Source: an optimization exercise on an open RTL-to-GDS flow (aim: small area). Production flows keep margins and buffers that such runs may drop. RTL that was checked went through simulation tests only; none was proved equivalent to the original.

==> build 40 <==
Design matrix_column_loader, start of the top module:
module matrix_column_loader #(
   parameter int          COLS       = 32,
   parameter int          MSG_LEN    = 64,
   parameter int unsigned SCROLL_DIV = 200,
   parameter int          SETUP_CYC  = 2,
   parameter int          HOLD_CYC   = 2
) (
   input  logic                  clk_i,
   input  logic                  rst_i,
   input  logic                  msg_we,
   input  logic [5:0]            msg_addr,
   input  logic [15:0]           msg_data,
   input  logic                  enable,
   output logic [4:0]            column_id,
   output logic [15:0]           in_column,
   output logic                  load,
   output logic                  busy,
   output logic                  frame_done,
   output logic [5:0]            offset
);
   localparam int DW = 16;
   localparam int NR = 64;
   logic [5:0]    q;
   logic [2:0]    r;
   logic          act;         
   logic          had;         
   logic [5:0]    offset_q;
   logic [DW-1:0] in_col_q;
   logic [DW-1:0] pf;          
   logic [5:0]    ph;          
   logic          run;         
   logic          ldc;
   logic [5:0]    ent;         
   logic [5:0]    ent_row;     
   logic [5:0]    wr_row;      
   logic          snoop;
   logic [DW-1:0] tap;
   logic [DW-1:0] ring [NR];
   logic [NR-1:0] sel, nsel;
   logic [DW-1:0] wdata_n;
   assign wdata_n = ~msg_data;
   assign ldc     = act && (r == 3'd4) && (q == 6'd63 || q < 6'd31);
   assign ent     = offset_q + q + 6'd1;
   assign ent_row = ent + ph;
   assign wr_row  = msg_addr + ph + 6'd1;
  ...
==> module matrix_column_loader, before the edit <==
module matrix_column_loader #(
   parameter int          COLS       = 32,
   parameter int          MSG_LEN    = 64,
   parameter int unsigned SCROLL_DIV = 200,
   parameter int          SETUP_CYC  = 2,
   parameter int          HOLD_CYC   = 2
) (
   input  logic                  clk_i,
   input  logic                  rst_i,
   input  logic                  msg_we,
   input  logic [5:0]            msg_addr,
   input  logic [15:0]           msg_data,
   input  logic                  enable,
   output logic [4:0]            column_id,
   output logic [15:0]           in_column,
   output logic                  load,
   output logic                  busy,
   output logic                  frame_done,
   output logic [5:0]            offset
);
   localparam int DW = 16;
   localparam int NR = 64;
   logic [5:0]    q;
   logic [2:0]    r;
   logic          act;         
   logic          had;         
   logic [5:0]    offset_q;
   logic [DW-1:0] in_col_q;
   logic [DW-1:0] pf;          
   logic [5:0]    ph;          
   logic          run;         
   logic          ldc;
   logic [5:0]    ent;         
   logic [5:0]    ent_row;     
   logic [5:0]    wr_row;      
   logic          snoop;
   logic [DW-1:0] tap;
   logic [DW-1:0] ring [NR];
   logic [NR-1:0] sel, nsel;
   logic [DW-1:0] wdata_n;
   assign wdata_n = ~msg_data;
   assign ldc     = act && (r == 3'd4) && (q == 6'd63 || q < 6'd31);
   assign ent     = offset_q + q + 6'd1;
   assign ent_row = ent + ph;
   assign wr_row  = msg_addr + ph + 6'd1;
   assign snoop   = msg_we && (msg_addr == ent);
   assign tap     = ring[{ent_row[5:2], 2'b00}];
   always_ff @(posedge clk_i or posedge rst_i) begin
      if (rst_i) begin
         q        <= 6'd63;
         r        <= 3'd4;
         act      <= 1'b0;
         had      <= 1'b0;
         offset_q <= '0;
         in_col_q <= '0;
         ph       <= '0;
         run      <= 1'b0;
      end else begin
         ph  <= ph + 6'd1;
         run <= 1'b1;
         if (r == 3'd4) begin
            r <= 3'd0;
            q <= (q == 6'd38) ? 6'd63 : q + 6'd1;
         end else begin
            r <= r + 3'd1;
         end
         if (q == 6'd63 && r == 3'd3) act <= enable;
         if (ldc) begin
            in_col_q <= pf;
            had      <= 1'b1;
         end
         if (act && q == 6'd32 && r == 3'd0) offset_q <= offset_q + 6'd1;
      end
   end
   always_ff @(posedge clk_i) begin
      if (snoop)                  pf <= msg_data;
      else if (ent_row[1:0] == 0) pf <= tap;
   end
   generate
      for (genvar j = 0; j < NR; j++) begin : g_row
         logic ws;
         assign ws = msg_we && (wr_row == 6'(j));
         if (j % 2 == 0) begin : g_even
            assign sel[j]  = ws | ~run;
            assign nsel[j] = ~ws;
            mcl_row #(.INV(1'b0)) u_row (
               .clk_i(clk_i), .sel(sel[j]), .nsel(nsel[j]), .w(wdata_n),
               .prev(ring[(j+NR-1)%NR]), .q(ring[j])
            );
         end else begin : g_odd
            assign sel[j]  = ws;
            assign nsel[j] = ~ws & run;
            mcl_row #(.INV(1'b1)) u_row (
               .clk_i(clk_i), .sel(sel[j]), .nsel(nsel[j]), .w(msg_data),
               .prev(ring[j-1]), .q(ring[j])
            );
         end
      end
   endgenerate
   assign busy       = act && (q < 6'd32 || (q == 6'd32 && r == 3'd0));
   assign load       = act && q < 6'd32 && (r == 3'd2 || r == 3'd3);
   assign frame_done = act && q == 6'd32 && r == 3'd0;
   assign column_id  = (act && q < 6'd32) ? q[4:0] : {5{had}};
   assign in_column  = in_col_q;
   assign offset     = offset_q;
endmodule
==> module mcl_row, before the edit <==
module mcl_row #(
   parameter bit INV = 1'b0
) (
   input  logic        clk_i,
   input  logic        sel,
   input  logic        nsel,
   input  logic [15:0] w,
   input  logic [15:0] prev,
   output logic [15:0] q
);
   for (genvar b = 0; b < 16; b++) begin : g_bit
      mcl_bit #(.INV(INV)) u_bit (
         .clk_i(clk_i), .sel(sel), .nsel(nsel), .w(w[b]), .prev(prev[b]), .q(q[b])
      );
   end
endmodule
==> module mcl_bit, before the edit <==
module mcl_bit #(
   parameter bit INV = 1'b0
) (
   input  logic clk_i,
   input  logic sel,
   input  logic nsel,
   input  logic w,
   input  logic prev,
   output logic q
);
   if (!INV) begin : g_oai
      always_ff @(posedge clk_i) q <= ~((w | nsel) & (prev | sel));
   end else begin : g_aoi
      always_ff @(posedge clk_i) q <= ~((w & sel) | (prev & nsel));
   end
endmodule
==> flow/config.mk <==
export PLATFORM = sky130hd
export DESIGN_NAME = matrix_column_loader
export DESIGN_NICKNAME = matrix_column_loader
export VERILOG_FILES = /design/flow/design.v
export SDC_FILE = /design/flow/constraint.sdc
export NUM_CORES = 4
export LEC_CHECK = 0
export CAP_MARGIN = 20
export CORE_MARGIN = 2
export CORE_UTILIZATION = 30
export SLEW_MARGIN = 20
export SYNTH_HIERARCHICAL = 1
==> flow/constraint.sdc <==
create_clock -name core_clock -period 10.0 [get_ports {clk_i}]
set_input_delay 2.0000 -clock core_clock [delete_from_list [all_inputs] [get_ports {clk_i}]]
set_output_delay 2.0000 -clock core_clock [all_outputs]
set_load 0.01 [all_outputs]
run.sh (not shown) runs the stock make flow with config.mk's settings and CLKGATE_MAP_FILE= SYNTH_SCRIPT=/design/flow/synth_recipe.tcl, a recipe that flattens the netlist after the stock synthesis.
==> trial 68 (differences from build 40) <==
--- a/flow/design.v
+++ b/flow/design.v
@@ -39,4 +39,5 @@
    logic [NR-1:0] sel, nsel;
-   logic [DW-1:0] wdata_n;
-   assign wdata_n = ~msg_data;
+   logic [DW-1:0] wdata_e, wdata_o;
+   logic          wr_odd, zclr, clr2;
+   logic [4:0]    w1_half;
    assign ldc     = act && (r == 3'd4) && (q == 6'd63 || q < 6'd31);
@@ -78,2 +79,11 @@
    end
+   assign wr_odd  = msg_we && wr_row[0];
+   assign zclr    = ~run && ~wr_odd;
+   assign wdata_o = msg_data & {DW{~zclr}};
+   assign wdata_e = ~msg_data;
+   always_ff @(posedge clk_i) w1_half <= wr_row[5:1];
+   always_ff @(posedge clk_i or posedge rst_i) begin
+      if (rst_i) clr2 <= 1'b0;
+      else       clr2 <= ~run && wr_odd;
+   end
    generate
@@ -83,6 +93,8 @@
          if (j % 2 == 0) begin : g_even
-            assign sel[j]  = ws | ~run;
+            logic keep2;
+            assign keep2   = clr2 && (w1_half == 5'((j / 2) + 31));
+            assign sel[j]  = ws | ~run | (clr2 & ~keep2);
             assign nsel[j] = ~ws;
-            mcl_row #(.INV(1'b0)) u_row (
-               .clk_i(clk_i), .sel(sel[j]), .nsel(nsel[j]), .w(wdata_n),
+            mcl_row u_row (
+               .clk_i(clk_i), .sel(sel[j]), .nsel(nsel[j]), .w(wdata_e),
                .prev(ring[(j+NR-1)%NR]), .q(ring[j])
@@ -90,6 +102,6 @@
          end else begin : g_odd
-            assign sel[j]  = ws;
-            assign nsel[j] = ~ws & run;
-            mcl_row #(.INV(1'b1)) u_row (
-               .clk_i(clk_i), .sel(sel[j]), .nsel(nsel[j]), .w(msg_data),
+            assign sel[j]  = ws | zclr;
+            assign nsel[j] = ~sel[j];
+            mcl_row u_row (
+               .clk_i(clk_i), .sel(sel[j]), .nsel(nsel[j]), .w(wdata_o),
                .prev(ring[j-1]), .q(ring[j])
@@ -106,5 +118,3 @@
 endmodule
-module mcl_row #(
-   parameter bit INV = 1'b0
-) (
+module mcl_row (
    input  logic        clk_i,
@@ -117,3 +127,3 @@
    for (genvar b = 0; b < 16; b++) begin : g_bit
-      mcl_bit #(.INV(INV)) u_bit (
+      mcl_bit u_bit (
          .clk_i(clk_i), .sel(sel), .nsel(nsel), .w(w[b]), .prev(prev[b]), .q(q[b])
@@ -122,5 +132,3 @@
 endmodule
-module mcl_bit #(
-   parameter bit INV = 1'b0
-) (
+module mcl_bit (
    input  logic clk_i,
@@ -132,7 +140,3 @@
 );
-   if (!INV) begin : g_oai
-      always_ff @(posedge clk_i) q <= ~((w | nsel) & (prev | sel));
-   end else begin : g_aoi
-      always_ff @(posedge clk_i) q <= ~((w & sel) | (prev & nsel));
-   end
+   always_ff @(posedge clk_i) q <= ~((w | nsel) & (prev | sel));
 endmodule
--- a/flow/config.mk
+++ b/flow/config.mk
@@ -10,2 +10,5 @@
 export CORE_UTILIZATION = 30
+export CTS_BUF_LIST = sky130_fd_sc_hd__clkbuf_8
+export CTS_CLUSTER_DIAMETER = 40
+export CTS_CLUSTER_SIZE = 16
 export SLEW_MARGIN = 20
==> build 9 (differences from build 40) <==
--- a/flow/design.v
+++ b/flow/design.v
@@ -36,7 +36,10 @@
    logic          snoop;
-   logic [DW-1:0] tap;
+   logic          refresh;
+   logic [17:0]   pf_sel;
+   logic [DW-1:0] pf_d;
    logic [DW-1:0] ring [NR];
    logic [NR-1:0] sel, nsel;
-   logic [DW-1:0] wdata_n;
-   assign wdata_n = ~msg_data;
+   logic [DW-1:0] wdata_e, wdata_o;
+   logic [5:0]    ph_next;
+   logic [7:0]    wr_lo, wr_hi;
    assign ldc     = act && (r == 3'd4) && (q == 6'd63 || q < 6'd31);
@@ -44,5 +47,4 @@
    assign ent_row = ent + ph;
-   assign wr_row  = msg_addr + ph + 6'd1;
+   assign wr_row  = msg_addr + ph_next;
    assign snoop   = msg_we && (msg_addr == ent);
-   assign tap     = ring[{ent_row[5:2], 2'b00}];
    always_ff @(posedge clk_i or posedge rst_i) begin
@@ -58,3 +60,3 @@
       end else begin
-         ph  <= ph + 6'd1;
+         ph  <= ph_next;
          run <= 1'b1;
@@ -74,5 +76,31 @@
    end
-   always_ff @(posedge clk_i) begin
-      if (snoop)                  pf <= msg_data;
-      else if (ent_row[1:0] == 0) pf <= tap;
+   assign refresh = (ent_row[1:0] == 2'd0);
+   assign pf_sel[17] = snoop;
+   assign pf_sel[16] = ~snoop & ~refresh;
+   for (genvar k = 0; k < 16; k++) begin : g_tap_sel
+      assign pf_sel[k] = ~snoop & refresh & (ent_row[5:2] == 4'(k));
+   end
+   for (genvar b = 0; b < DW; b++) begin : g_pf
+      logic [17:0] term;
+      logic [5:0]  grp_n;
+      for (genvar k = 0; k < 16; k++) begin : g_term
+         assign term[k] = ring[4*k][b];
+      end
+      assign term[16] = pf[b];
+      assign term[17] = msg_data[b];
+      for (genvar g = 0; g < 6; g++) begin : g_grp
+         mcl_aoi222 u_aoi (
+            .a0(term[3*g]), .s0(pf_sel[3*g]), .a1(term[3*g+1]), .s1(pf_sel[3*g+1]),
+            .a2(term[3*g+2]), .s2(pf_sel[3*g+2]), .y(grp_n[g])
+         );
+      end
+      mcl_nand6 u_or (.a(grp_n), .y(pf_d[b]));
+   end
+   always_ff @(posedge clk_i) pf <= pf_d;
+   assign ph_next = run ? ph + 6'd1 : {4'd0, ~msg_addr[0], msg_addr[0]};
+   assign wdata_o = msg_data & {DW{run}};
+   assign wdata_e = ~msg_data;
+   for (genvar i = 0; i < 8; i++) begin : g_predec
+      assign wr_lo[i] = msg_we && (wr_row[2:0] == 3'(i));
+      assign wr_hi[i] = (wr_row[5:3] == 3'(i));
    end
@@ -80,9 +108,8 @@
       for (genvar j = 0; j < NR; j++) begin : g_row
-         logic ws;
-         assign ws = msg_we && (wr_row == 6'(j));
+         mcl_rdec #(.ODD(j % 2)) u_dec (
+            .pa(wr_lo[j % 8]), .pb(wr_hi[j / 8]), .run(run), .sel(sel[j]), .nsel(nsel[j])
+         );
          if (j % 2 == 0) begin : g_even
-            assign sel[j]  = ws | ~run;
-            assign nsel[j] = ~ws;
-            mcl_row #(.INV(1'b0)) u_row (
-               .clk_i(clk_i), .sel(sel[j]), .nsel(nsel[j]), .w(wdata_n),
+            mcl_row u_row (
+               .clk_i(clk_i), .sel(sel[j]), .nsel(nsel[j]), .w(wdata_e),
                .prev(ring[(j+NR-1)%NR]), .q(ring[j])
@@ -90,6 +117,4 @@
          end else begin : g_odd
-            assign sel[j]  = ws;
-            assign nsel[j] = ~ws & run;
-            mcl_row #(.INV(1'b1)) u_row (
-               .clk_i(clk_i), .sel(sel[j]), .nsel(nsel[j]), .w(msg_data),
+            mcl_row u_row (
+               .clk_i(clk_i), .sel(sel[j]), .nsel(nsel[j]), .w(wdata_o),
                .prev(ring[j-1]), .q(ring[j])
@@ -106,5 +131,3 @@
 endmodule
-module mcl_row #(
-   parameter bit INV = 1'b0
-) (
+module mcl_row (
    input  logic        clk_i,
@@ -117,3 +140,3 @@
    for (genvar b = 0; b < 16; b++) begin : g_bit
-      mcl_bit #(.INV(INV)) u_bit (
+      mcl_bit u_bit (
          .clk_i(clk_i), .sel(sel), .nsel(nsel), .w(w[b]), .prev(prev[b]), .q(q[b])
@@ -122,5 +145,3 @@
 endmodule
-module mcl_bit #(
-   parameter bit INV = 1'b0
-) (
+module mcl_bit (
    input  logic clk_i,
@@ -132,7 +153,47 @@
 );
-   if (!INV) begin : g_oai
-      always_ff @(posedge clk_i) q <= ~((w | nsel) & (prev | sel));
-   end else begin : g_aoi
-      always_ff @(posedge clk_i) q <= ~((w & sel) | (prev & nsel));
+   always_ff @(posedge clk_i) q <= ~((w | nsel) & (prev | sel));
+endmodule
+module mcl_aoi222 (
+   input  logic a0, s0, a1, s1, a2, s2,
+   output logic y
+);
+   assign y = ~((a0 & s0) | (a1 & s1) | (a2 & s2));
+endmodule
+module mcl_nand6 (
+   input  logic [5:0] a,
+   output logic       y
+);
+   assign y = ~(&a);
+endmodule
+module mcl_rdec #(
+   parameter bit ODD = 1'b0
+) (
+   input  logic pa,
+   input  logic pb,
+   input  logic run,
+   output logic sel,
+   output logic nsel
+);
+   logic ws_n;
+   mcl_nand2 u_ws (.a(pa), .b(pb), .y(ws_n));
+   if (!ODD) begin : g_even
+      assign nsel = ws_n;
+      mcl_nand2 u_sel (.a(ws_n), .b(run), .y(sel));
+   end else begin : g_odd
+      mcl_nand2 u_sel (.a(ws_n), .b(run), .y(sel));
+      mcl_inv u_nsel (.a(sel), .y(nsel));
    end
 endmodule
+module mcl_nand2 (
+   input  logic a,
+   input  logic b,
+   output logic y
+);
+   assign y = ~(a & b);
+endmodule
+module mcl_inv (
+   input  logic a,
+   output logic y
+);
+   assign y = ~a;
+endmodule
==> flow/flow/run.sh (new file) <==
#!/bin/bash
# Standard ORFS layout, with the smallest buffer on each port; clock tree synthesis adds no dummy balancing loads and builds the
# tree from the given clock buffers and sink clusters. Every step's full output stays in
# orfs/logs; the make output goes to flow_make.log.
set -euo pipefail
export BUFFER_PORTS_ARGS="-buffer_cell sky130_fd_sc_hd__buf_1"
export CTS_ARGS="-sink_clustering_enable -repair_clock_nets -dont_use_dummy_load -buf_list {sky130_fd_sc_hd__clkbuf_8} -sink_clustering_size 18 -sink_clustering_max_diameter 50"
bash standard.sh > flow_make.log 2>&1
==> flow/standard.sh (new file) <==
#!/bin/bash
# synth_recipe.tcl (not shown) runs the flow's synth.tcl, then flattens the netlist and writes it again
# the make line also repeats each setting of config.mk as NAME=value (left out here)
make -C /OpenROAD-flow-scripts/flow DESIGN_CONFIG=/design/flow/config.mk WORK_HOME=/design/flow/orfs CLKGATE_MAP_FILE= SYNTH_SCRIPT=/design/flow/synth_recipe.tcl "${@:-finish}"
--- a/flow/config.mk
+++ b/flow/config.mk
@@ -9,3 +9,4 @@
 export CORE_MARGIN = 2
-export CORE_UTILIZATION = 30
+export CORE_UTILIZATION = 50
+export PLACE_DENSITY = 0.85
 export SLEW_MARGIN = 20
removed: flow/run.sh
==> run summary <==
Area after DPL between 30,000 and 40,000 sq um; CP Launch Type primary input; worst-path cell chain clkdlybuf4s50_1 -> ha_1 -> nor2b_1 -> o21ai_0 -> nand2b_1 -> a21o_1 -> a21o_1 -> xnor2_1 -> nand2_1 -> o21ai_1 -> o22ai_1; Final Net Count between 3k and 4k; M3 GR Usage 8.16%; Post-Synthesis Cells 2,979; clock-cell share of area around 7.2%; R2R Path End pf[10]; Final Core Density 35.9%; outcome finished clean; GPL Wtd Cong 1.05; Adder-Cell Fraction of Synth Area under 10%
the above is filed under trial 68

==> run summary <==
outcome finished clean; Adder-Cell Fraction of Synth Area 0.941%; Area after DPL approximately 40,000 sq um; Final Net Count roughly 3.2k; FF-to-FF Start offset_q[0]; GPL Wtd Cong between 1 and 1.5; clock-cell share of area ~8%; CP Launch Type flip-flop; R2R Path End pf[12]; final worst slack 3.91 ns; Post-Synthesis Cells 2,943
the above is filed under build 40

==> run summary <==
M3 GR Usage around a tenth; Post-Synthesis Cells 2,661; Final Core Density roughly 55%; CP Launch Type primary input; clock slew at the register clock pins of the worst setup and hold paths ~0.11 ns; Adder-Cell Fraction of Synth Area under 10%; setup violators final 0; worst hold start g_row[33].g_odd.u_row.g_bit[14].u_bit.q; clock-cell share of area under 10%; P_seq just under 5 mW; Final Net Count 2,893; clock sinks between 1k and 1.5k; Post-CTS Setup Inserts 0; worst-path cell chain buf_1 -> nor2_1 -> a21oi_1 -> ha_1 -> inv_1 -> fa_1 -> inv_1 -> a21o_1 -> a21oi_1 -> xnor2_1 -> nand2_1 -> nor2_1 -> nand2_1 -> nand2_1 -> o22ai_1; Area after DPL roughly 34,000 sq um; outcome finished clean; GPL Wtd Cong 0.996; Inverters 64
the above is filed under build 9

For trial 68, only the layout was checked, not whether the RTL still works.

static timing again, ports no longer ideal:
In the flow no input, the clock included, has a driving cell. The finished layouts below were timed again as built, in two steps. Step 1: set_driving_cell puts a clkbuf_16 on clk_i and a buf_2 on each other input, an assumption about the parent block. Step 2, shift: input delay + t, output delay - t, t = (earliest + latest rising clock arrival at the registers) / 2. This alone moves slack from input paths to output paths. Three values: no drivers, after step 1, after step 2; two values: the first two.
| run | t, ns | slack for setup (ns) | pins driven straight from the clock port |
|---|---|---|---|
| build 40 | 0.749 | 3.905 / 3.905 / 3.828 | 1 |
| trial 68 | 0.850 | 4.291 / 4.312 / 3.485 | 1 |
| build 9 | 0.734 | 4.444 / 4.457 / 3.723 | 1 |
After both steps every run listed still meets setup and hold. The setup slack of trial 68, which loses most, moves by +0.021 ns with the drivers and by -0.806 ns with both steps.
